Source: an optimization exercise on an open RTL-to-GDS flow (aim: small area, a short achievable clock period and few clock cycles per item). Production flows keep margins and buffers that such runs may drop. In this exercise RTL edits were held to simulation tests only and were not proved equivalent to the original.

==> flow/design.v <==
module row_gather (
  input  logic                 clk,
  input  logic                 arst_n,
  input  logic                 in_valid,
  output logic                 in_ready,
  input  logic [2*16-1:0] in_sample,   
  output logic                 vec_valid,
  input  logic                 vec_ready,
  output logic [4*2*16-1:0] vec_data   
);
  localparam int IW   = $clog2(4);
  localparam int LAST = 4 - 1;
  logic [IW-1:0]      pos;        
  logic               in_fire;
  logic               row_done;   
  logic [4*2*16-1:0] vec_q;   
  assign in_ready = arst_n && (!vec_valid || vec_ready);   
  assign in_fire  = in_valid && in_ready;
  assign row_done = in_fire && (pos == IW'(LAST));
  assign vec_data = vec_q;
  always_ff @(posedge clk or negedge arst_n)
  begin
    if (!arst_n)
    begin
      pos       <= '0;
      vec_valid <= 1'b0;
    end
    else
    begin
      if (in_fire)
        pos <= row_done ? '0 : pos + 1'b1;   
      if (row_done)
        vec_valid <= 1'b1;                   
      else if (vec_ready)
        vec_valid <= 1'b0;                   
    end
  end
  always_ff @(posedge clk)
  begin
    if (in_fire)
      vec_q <= {in_sample, vec_q[4*2*16-1:2*16]};
  end
endmodule
module fft4_core #(
  parameter int IW = 16,    
  parameter int OW = 18    
) (
  input  logic                            clk,
  input  logic                            arst_n,
  input  logic                            in_valid,
  output logic                            in_ready,
  input  logic [4*2*IW-1:0]   in_vec,
  output logic                            out_valid,
  input  logic                            out_ready,
  output logic [4*2*OW-1:0]   out_vec
);
  logic signed [OW-1:0] xr [4];   
  logic signed [OW-1:0] xi [4];
  logic signed [OW-1:0] ar;   
  logic signed [OW-1:0] ai;
  logic signed [OW-1:0] br;   
  logic signed [OW-1:0] bi;
  logic signed [OW-1:0] cr;   
  logic signed [OW-1:0] ci;
  logic signed [OW-1:0] dr;   
  logic signed [OW-1:0] di;
  logic signed [OW-1:0] yr [4];
  logic signed [OW-1:0] yi [4];
  logic [4*2*OW-1:0] y;   
  always_comb
  begin
    for (int n = 0; n < 4; n++)
    begin
      xr[n] = OW'($signed(in_vec[n*2*IW +: IW]));        
      xi[n] = OW'($signed(in_vec[n*2*IW + IW +: IW]));
    end
    ar = xr[0] + xr[2];
    ai = xi[0] + xi[2];
    br = xr[1] + xr[3];
    bi = xi[1] + xi[3];
    cr = xr[0] - xr[2];
    ci = xi[0] - xi[2];
    dr = xr[1] - xr[3];
    di = xi[1] - xi[3];
    yr[0] = ar + br;   
    yi[0] = ai + bi;
    yr[1] = cr + di;   
    yi[1] = ci - dr;
    yr[2] = ar - br;   
    yi[2] = ai - bi;
    yr[3] = cr - di;   
    yi[3] = ci + dr;
    for (int n = 0; n < 4; n++)
    begin
      y[n*2*OW +: OW]      = yr[n];
      y[n*2*OW + OW +: OW] = yi[n];
    end
  end
  assign in_ready = !out_valid || out_ready;
  always_ff @(posedge clk or negedge arst_n)
  begin
    if (!arst_n)
      out_valid <= 1'b0;
    else if (in_valid && in_ready)
      out_valid <= 1'b1;
    else if (out_ready)
      out_valid <= 1'b0;   
  end
  always_ff @(posedge clk)
  begin
    if (in_valid && in_ready)
      out_vec <= y;        
  end
endmodule
module corner_turn_buffer (
  input  logic                             clk,
  input  logic                             arst_n,
  input  logic                             ct_wr_en,    
  input  logic                             ct_wr_bank,
  input  logic [$clog2(4)-1:0] ct_wr_row,
  input  logic                             ct_rd_bank,
  input  logic [$clog2(4)-1:0] ct_rd_col,   
  input  logic [4*2*18-1:0] wr_data,   
  output logic [4*2*18-1:0] rd_data
);
  localparam int N = 4;
  localparam int EW = 2*18;
  logic [EW-1:0] mem [2*N*N];
  logic wr_ok;
  assign wr_ok = ct_wr_en && arst_n;   
  always_ff @(posedge clk)
  begin
    if (wr_ok)
    begin
      for (int c = 0; c < N; c++)
        mem[(32'(ct_wr_bank) * N + 32'(ct_wr_row)) * N + c] <= wr_data[c*EW +: EW];
    end
  end
  always_comb
  begin
    for (int r = 0; r < N; r++)
      rd_data[r*EW +: EW] = mem[(32'(ct_rd_bank) * N + r) * N + 32'(ct_rd_col)];   
  end
endmodule
module fft2d_ctrl (
  input  logic clk,
  input  logic arst_n,
  input  logic row_valid,   
  output logic row_ready,
  output logic col_valid,   
  input  logic col_ready,
  output logic                             ct_wr_en,    
  output logic                             ct_wr_bank,
  output logic [$clog2(4)-1:0] ct_wr_row,
  output logic                             ct_rd_bank,
  output logic [$clog2(4)-1:0] ct_rd_col    
);
  localparam int IW   = $clog2(4);
  localparam int LAST = 4 - 1;
  logic [1:0]    full;      
  logic          wr_bank;   
  logic [IW-1:0] wr_row;
  logic          rd_bank;   
  logic [IW-1:0] rd_col;
  logic          row_fire;
  logic          row_done;  
  logic          col_fire;
  logic          col_done;  
  assign row_ready = !full[wr_bank];
  assign row_fire  = row_valid && row_ready;
  assign row_done  = row_fire && (wr_row == IW'(LAST));
  assign col_valid = full[rd_bank];
  assign col_fire  = col_valid && col_ready;
  assign col_done  = col_fire && (rd_col == IW'(LAST));
  assign ct_wr_en   = row_fire;
  assign ct_wr_bank = wr_bank;
  assign ct_wr_row  = wr_row;
  assign ct_rd_bank = rd_bank;
  assign ct_rd_col  = rd_col;
  always_ff @(posedge clk or negedge arst_n)
  begin
    if (!arst_n)
      full <= '0;
    else
    begin
      if (row_done)
        full[wr_bank] <= 1'b1;   
      if (col_done)
        full[rd_bank] <= 1'b0;   
    end
  end
  always_ff @(posedge clk or negedge arst_n)
  begin
    if (!arst_n)
    begin
      wr_bank <= 1'b0;
      wr_row  <= '0;
    end
    else if (row_fire)
    begin
      if (row_done)
      begin
        wr_row  <= '0;
        wr_bank <= ~wr_bank;   
      end
      else
        wr_row <= wr_row + 1'b1;
    end
  end
  always_ff @(posedge clk or negedge arst_n)
  begin
    if (!arst_n)
    begin
      rd_bank <= 1'b0;
      rd_col  <= '0;
    end
    else if (col_fire)
    begin
      if (col_done)
      begin
        rd_col  <= '0;
        rd_bank <= ~rd_bank;   
      end
      else
        rd_col <= rd_col + 1'b1;
    end
  end
endmodule
module sample_serializer (
  input  logic                 clk,
  input  logic                 arst_n,
  input  logic                 vec_valid,
  output logic                 vec_ready,
  input  logic [4*2*20-1:0] vec_data,   
  output logic                 out_valid,
  input  logic                 out_ready,
  output logic [2*20-1:0] out_sample,   
  output logic                 out_last
);
  localparam int IW   = $clog2(4);
  localparam int LAST = 4 - 1;
  logic [4*2*20-1:0] vec_q;   
  logic                full;        
  logic [IW-1:0]       elem;        
  logic [IW-1:0]       vcnt;        
  logic                last_elem;
  logic                out_fire;
  assign last_elem  = (elem == IW'(LAST));
  assign out_valid  = full;
  assign out_sample = vec_q[32'(elem)*2*20 +: 2*20];
  assign out_last   = full && last_elem && (vcnt == IW'(LAST));   
  assign out_fire   = out_valid && out_ready;
  assign vec_ready  = !full || (out_ready && last_elem);
  always_ff @(posedge clk or negedge arst_n)
  begin
    if (!arst_n)
    begin
      full <= 1'b0;
      elem <= '0;
      vcnt <= '0;
    end
    else
    begin
      if (vec_valid && vec_ready)
        full <= 1'b1;
      else if (out_fire && last_elem)
        full <= 1'b0;   
      if (out_fire)
      begin
        elem <= last_elem ? '0 : elem + 1'b1;
        if (last_elem)
          vcnt <= (vcnt == IW'(LAST)) ? '0 : vcnt + 1'b1;   
      end
    end
  end
  always_ff @(posedge clk)
  begin
    if (vec_valid && vec_ready)
      vec_q <= vec_data;
  end
endmodule
module fft2d_top (
  input  logic                          clk,
  input  logic                          arst_n,
  input  logic                          in_valid,
  output logic                          in_ready,
  input  logic signed [16-1:0]  in_re,
  input  logic signed [16-1:0]  in_im,
  output logic                          out_valid,
  input  logic                          out_ready,
  output logic signed [20-1:0] out_re,
  output logic signed [20-1:0] out_im,
  output logic                          out_last
);
  logic [2*16-1:0] in_sample;   
  logic                 g_valid;      
  logic                 g_ready;
  logic [4*2*16-1:0] g_vec;
  logic                 r_valid;      
  logic                 r_ready;
  logic [4*2*18-1:0] r_vec;
  logic                 c_in_valid;   
  logic                 c_in_ready;
  logic [4*2*18-1:0] ct_rd_data;
  logic                 c_valid;      
  logic                 c_ready;
  logic [4*2*20-1:0] c_vec;
  logic [2*20-1:0] o_sample;   
  logic                             ct_wr_en;    
  logic                             ct_wr_bank;
  logic [$clog2(4)-1:0] ct_wr_row;
  logic                             ct_rd_bank;
  logic [$clog2(4)-1:0] ct_rd_col;
  assign in_sample = {in_im, in_re};
  assign out_re    = o_sample[20-1:0];
  assign out_im    = o_sample[2*20-1:20];
  row_gather gather_i (.clk(clk), .arst_n(arst_n),
    .in_valid(in_valid), .in_ready(in_ready), .in_sample(in_sample),
    .vec_valid(g_valid), .vec_ready(g_ready), .vec_data(g_vec));
  fft4_core #(.IW(16), .OW(18)) row_fft_i (
    .clk(clk), .arst_n(arst_n),
    .in_valid(g_valid), .in_ready(g_ready), .in_vec(g_vec),
    .out_valid(r_valid), .out_ready(r_ready), .out_vec(r_vec));
  fft2d_ctrl ctrl_i (.clk(clk), .arst_n(arst_n),
    .row_valid(r_valid), .row_ready(r_ready),
    .col_valid(c_in_valid), .col_ready(c_in_ready),
    .ct_wr_en(ct_wr_en), .ct_wr_bank(ct_wr_bank), .ct_wr_row(ct_wr_row),
    .ct_rd_bank(ct_rd_bank), .ct_rd_col(ct_rd_col));
  corner_turn_buffer ctb_i (.clk(clk), .arst_n(arst_n),
    .ct_wr_en(ct_wr_en), .ct_wr_bank(ct_wr_bank), .ct_wr_row(ct_wr_row),
    .ct_rd_bank(ct_rd_bank), .ct_rd_col(ct_rd_col),
    .wr_data(r_vec), .rd_data(ct_rd_data));   
  fft4_core #(.IW(18), .OW(20)) col_fft_i (
    .clk(clk), .arst_n(arst_n),
    .in_valid(c_in_valid), .in_ready(c_in_ready), .in_vec(ct_rd_data),
    .out_valid(c_valid), .out_ready(c_ready), .out_vec(c_vec));
  sample_serializer ser_i (.clk(clk), .arst_n(arst_n),
    .vec_valid(c_valid), .vec_ready(c_ready), .vec_data(c_vec),
    .out_valid(out_valid), .out_ready(out_ready), .out_sample(o_sample),
    .out_last(out_last));
endmodule
==> flow/run.sh <==
#!/bin/bash
# synth_recipe.tcl (not shown) runs the flow's synth.tcl, then flattens the netlist and writes it again
# the make line also repeats each setting of config.mk as NAME=value (left out here)
make -C /OpenROAD-flow-scripts/flow DESIGN_CONFIG=/design/flow/config.mk WORK_HOME=/design/flow/orfs CLKGATE_MAP_FILE= SYNTH_SCRIPT=/design/flow/synth_recipe.tcl finish
==> flow/config.mk <==
export PLATFORM = sky130hd
export DESIGN_NAME = fft2d_top
export DESIGN_NICKNAME = fft2d_top
export VERILOG_FILES = /design/flow/design.v
export SDC_FILE = /design/flow/constraint.sdc
export NUM_CORES = 4
export LEC_CHECK = 0
export CAP_MARGIN = 20
export CORE_MARGIN = 2
export CORE_UTILIZATION = 40
export PLACE_DENSITY = 0.6
export SLEW_MARGIN = 20
==> flow/constraint.sdc <==
create_clock -name core_clock -period 6.0 [get_ports {clk}]
set_input_delay 1.2000 -clock core_clock [delete_from_list [all_inputs] [get_ports {clk}]]
set_output_delay 1.2000 -clock core_clock [all_outputs]
set_load 0.01 [all_outputs]
==> out/metrics.yaml <==
start_util: 0.402
grt_util_all_layers: 0.190
grt_setup_unrepaired: "yes"
synthDominantCellAreaShare: 0.585
syn_to_layout_area_delta_pct: 14.8
synth_async_sr_flop_share: 0.0105
die_footprint_um2: 222000
post_layout_nonfiller_instances: 9570
antenna_left: 0
cts_inserted_buffers: 177
drt_pre_antenna_iters: 5
timing.final.crit_share: 0.955
skew_ns: 0.0381
synth_top_cells_by_area: "edfxtp_1, mux4_2, ha_1, xnor2_1, a21oi_1"
drt-total-wl_um: 213000
io_buffers: 78
timing.slew.headroom: 0.273
hold_path_class: "reg -> reg"
first_global_vias: 51600
holdPathEnd: "ser_i.vec_q[91]"
cts-root-to-sink-buffers: 3
synth_edf_count: 1700
finalHoldViolations: 0
numPlacedInstances: 9239
die_height_um: 471
finalWorstPathRequiredPeriod_ns: 5.73
hold-worst-slack_ns: 0.416
synth_top_flop_cell: "edfxtp_1"
cap_viol_max_count: 0
synth_cells: 6149
number_of_hold_repair_buffers_added_at_the_cts_stage: 0
place_area_um2: 94100
clk_pin_slew_worst_paths_ns: 0.06
post-route-drc-count: 0
crit_required_ns: 6.56
ios: 79
numClockSinks: 1718
start_kind: "register"
synth.top_cells.by_count: "edfxtp_1, ha_1, inv_1, a21oi_1, nor2_1"
root_buffer: "clkbuf_16"
netlist-cell-type-count: 86
synth.ff_latch_count: 1718
cp_slowest_cell: "or4_1"
number_of_buffer_and_inverter_instances_along_the_worst_setup_path: 4
tritoncts: "built"
syn_nets: 6782
synth_most_common_cell: "edfxtp_1"
synth.avg_cell_area_um2: 14.2
clk-insertion-delay-late_ns: 0.84
dp_hpwl_um: 157000
r2r_slack_ns: 0.27
grt_pass1_wl_um: 320000
yosysSeqAreaShare: 0.590
worst_setup_path_end_kind: "register"
setup_violations: 0
htreeDepth: 4
cp_slowest_stage_delay_ns: 0.53
final_area_um2: 100000
layout_cells_sized_above_1: 0.172
floorplan.die.width_um: 471
critPathKind: "reg -> reg"
coreArea_um2: 217000
grt_overflow: 0
synth_top_cell_by_area: "edfxtp_1"
detail_route.wl_per_cell_um: 22.2
ys_warn_count: 14
drt-vias-per-instance: 5.35
synth.cell_area_um2: 87200
whs_path_depth: 0
setup-tns-final_ns: 0
num_vias: 51200
crit_family: "compound AO/OA/AOI/OAI gates"
rr_worst_depth: 19
n_fill_cell: 19000
drv_slew: 0
reg2reg_from: "ctrl_i.rd_col[0]"
min_from: "col_fft_i.out_vec[91]"
numnets_final: 7201
status: "no timing/DRC/antenna violations"
grt_start_max_net_pins: 141
fmaxAchievable_ghz: 0.175
floorplan.rows: 171
crit_arrival_ns: 6.29
worst_path_most_repeated_cell: "buf_12"
path_max_fanout: 20
worst_r2r_endpoint: "col_fft_i.out_vec[98]"
cp_cell_sequence: "buf_12 -> buf_12 -> buf_12 -> mux4_2 -> mux2_2 -> ha_1 -> buf_4 -> a21oi_1 -> o21bai_1 -> a31oi_2 -> nor4b_1 -> a311o_1 -> xor2_2 -> ha_1 -> or4_1 -> o221ai_1 -> a21oi_1 -> o21ai_0 -> xnor2_1"
antenna_violations_before_repair: 5
worstMarginPinSlew_ns: 1.06
detailed_router_s_first_iteration_violation_count: 4593
place_congestion: 0.952
-- kinds of logic after synthesis --
family | after synthesis | synth area share
buf+inv | 760 | 0.0335
fa+ha+maj | 597 | 0.0884
mux | 472 | 0.101
flops | 1718 | 0.590
xor+xnor | 481 | 0.0483
simple gates | 972 | 0.0529
compound gates | 1149 | 0.0859
-- worst reg2reg max path, cell delays in order, from the launching register on --
cell	delay, ns
dfrtp_4	0.43
buf_12	0.18
buf_12	0.24
buf_12	0.20
mux4_2	0.49
mux2_2	0.31
ha_1	0.35
buf_4	0.18
a21oi_1	0.20
o21bai_1	0.15
a31oi_2	0.32
nor4b_1	0.09
a311o_1	0.39
xor2_2	0.19
ha_1	0.36
or4_1	0.53
o221ai_1	0.33
a21oi_1	0.16
o21ai_0	0.24
xnor2_1	0.09
-- registers in the layout, summed over array words and instances, names as in the netlist, 128 cells and up --
| name | flops |
|---|---|
| ctb_i.mem | 1120 |
| col_fft_i.out_vec | 156 |
| row_fft_i.out_vec | 140 |
| ser_i.vec_q | 156 |
| gather_i.vec_q | 128 |
-- repair_timing --
item,CTS,global route
setup endpoints to repair,7,41
gates resized for setup,3,34
pin swaps,0,2
buffers inserted,0,3
-- placed cells by master, fill, tap and decap left out, types with 16 or more instances in the layout --
| cell | count |
|---|---|
| a211oi_1 | 21 |
| a21o_1 | 93 |
| a21oi_1 | 404 |
| a31oi_1 | 44 |
| and2_1 | 17 |
| and3_1 | 17 |
| buf_12 | 31 |
| buf_4 | 373 |
| clkbuf_1 | 31 |
| clkbuf_16 | 183 |
| clkdlybuf4s50_1 | 78 |
| clkinv_1 | 45 |
| clkinv_2 | 23 |
| edfxtp_1 | 1700 |
| fa_1 | 32 |
| ha_1 | 564 |
| inv_1 | 506 |
| mux2_2 | 78 |
| mux2i_1 | 74 |
| mux4_2 | 318 |
| nand2_1 | 128 |
| nand2b_1 | 70 |
| nand3_1 | 46 |
| nand4_1 | 21 |
| nor2_1 | 402 |
| nor2b_1 | 65 |
| nor3_1 | 99 |
| nor4_1 | 25 |
| o211ai_1 | 17 |
| o21a_1 | 31 |
| o21ai_0 | 153 |
| o21bai_1 | 123 |
| o22ai_1 | 16 |
| o31ai_1 | 40 |
| or3_1 | 22 |
| xnor2_1 | 383 |
| xor2_1 | 93 |
-- how the worst max path moves through the flow --
stage	from	endpoint	slack, ns	depth (start not counted)
5_1_grt	ctrl_i.rd_col[0]	col_fft_i.out_vec[57]	-0.04	21
3_5_place_dp	ctrl_i.rd_col[0]	col_fft_i.out_vec[78]	-0.06	23
4_1_cts	ctrl_i.rd_col[0]	col_fft_i.out_vec[98]	0.008	19
3_3_place_gp	ctrl_i.rd_col[0]	col_fft_i.out_vec[78]	-0.02	23
2_1_floorplan	arst_n	ctb_i.mem[28][0]	-1.78	2
6_report	ctrl_i.rd_col[0]	col_fft_i.out_vec[98]	0.27	19
-- metal layers --
| layer | global-route usage | share of wire |
|---|---|---|
| met1 | 0.274 | 0.46 |
| met3 | 0.0251 | 0.049 |
| met5 | 0 | 0 |
| met4 | 0.0610 | 0.030 |
| met2 | 0.297 | 0.46 |
-- metrics by stage --
stage               setup slack, ns  utilization
finish                        0.272        0.462
global route                -0.0419        0.462
CTS                         0.00832        0.461
detailed placement          -0.0556        0.434
global placement            -0.0229        0.434
floorplan                     -1.78            -
-- area by class of cell --
type	count	area, um^2	share of cell area
flip-flops and latches	1718	51500	0.514
clock inverters	109	1070	0.0107
repair buffers	488	4270	0.0427
diodes	4	10.0	0.0000999
well taps	2854	3570	0.0357
multi-input cells	3671	33100	0.330
inverters	512	1930	0.0192
clock buffers	214	4700	0.0469
Testbench counts, summed over its fixed seeds: cycles 6,304, samples 6,144.

-- port drivers added, routing unchanged --
No port has a modelled driver above. Below, the same layout with a new extraction and two added sets of constraints. Step 1, drivers: a clkbuf_16 drives clk and a buf_2 each remaining input, both assumed. Step 2, shift: input delay + t, output delay - t, t = (earliest + latest rising clock arrival at the registers) / 2. This alone moves slack from input paths to output paths. a / b / c = ideal / step 1 / step 2; a / b = the first two.
t, ns: 0.912
setup slack, ns: 0.272 / 0.272 / 0.272
worst setup path after step 2: register to register
After both steps this run still meets setup and hold. For this run, drivers alone change the setup slack by 0.000 ns; drivers and shift together by 0.000 ns.
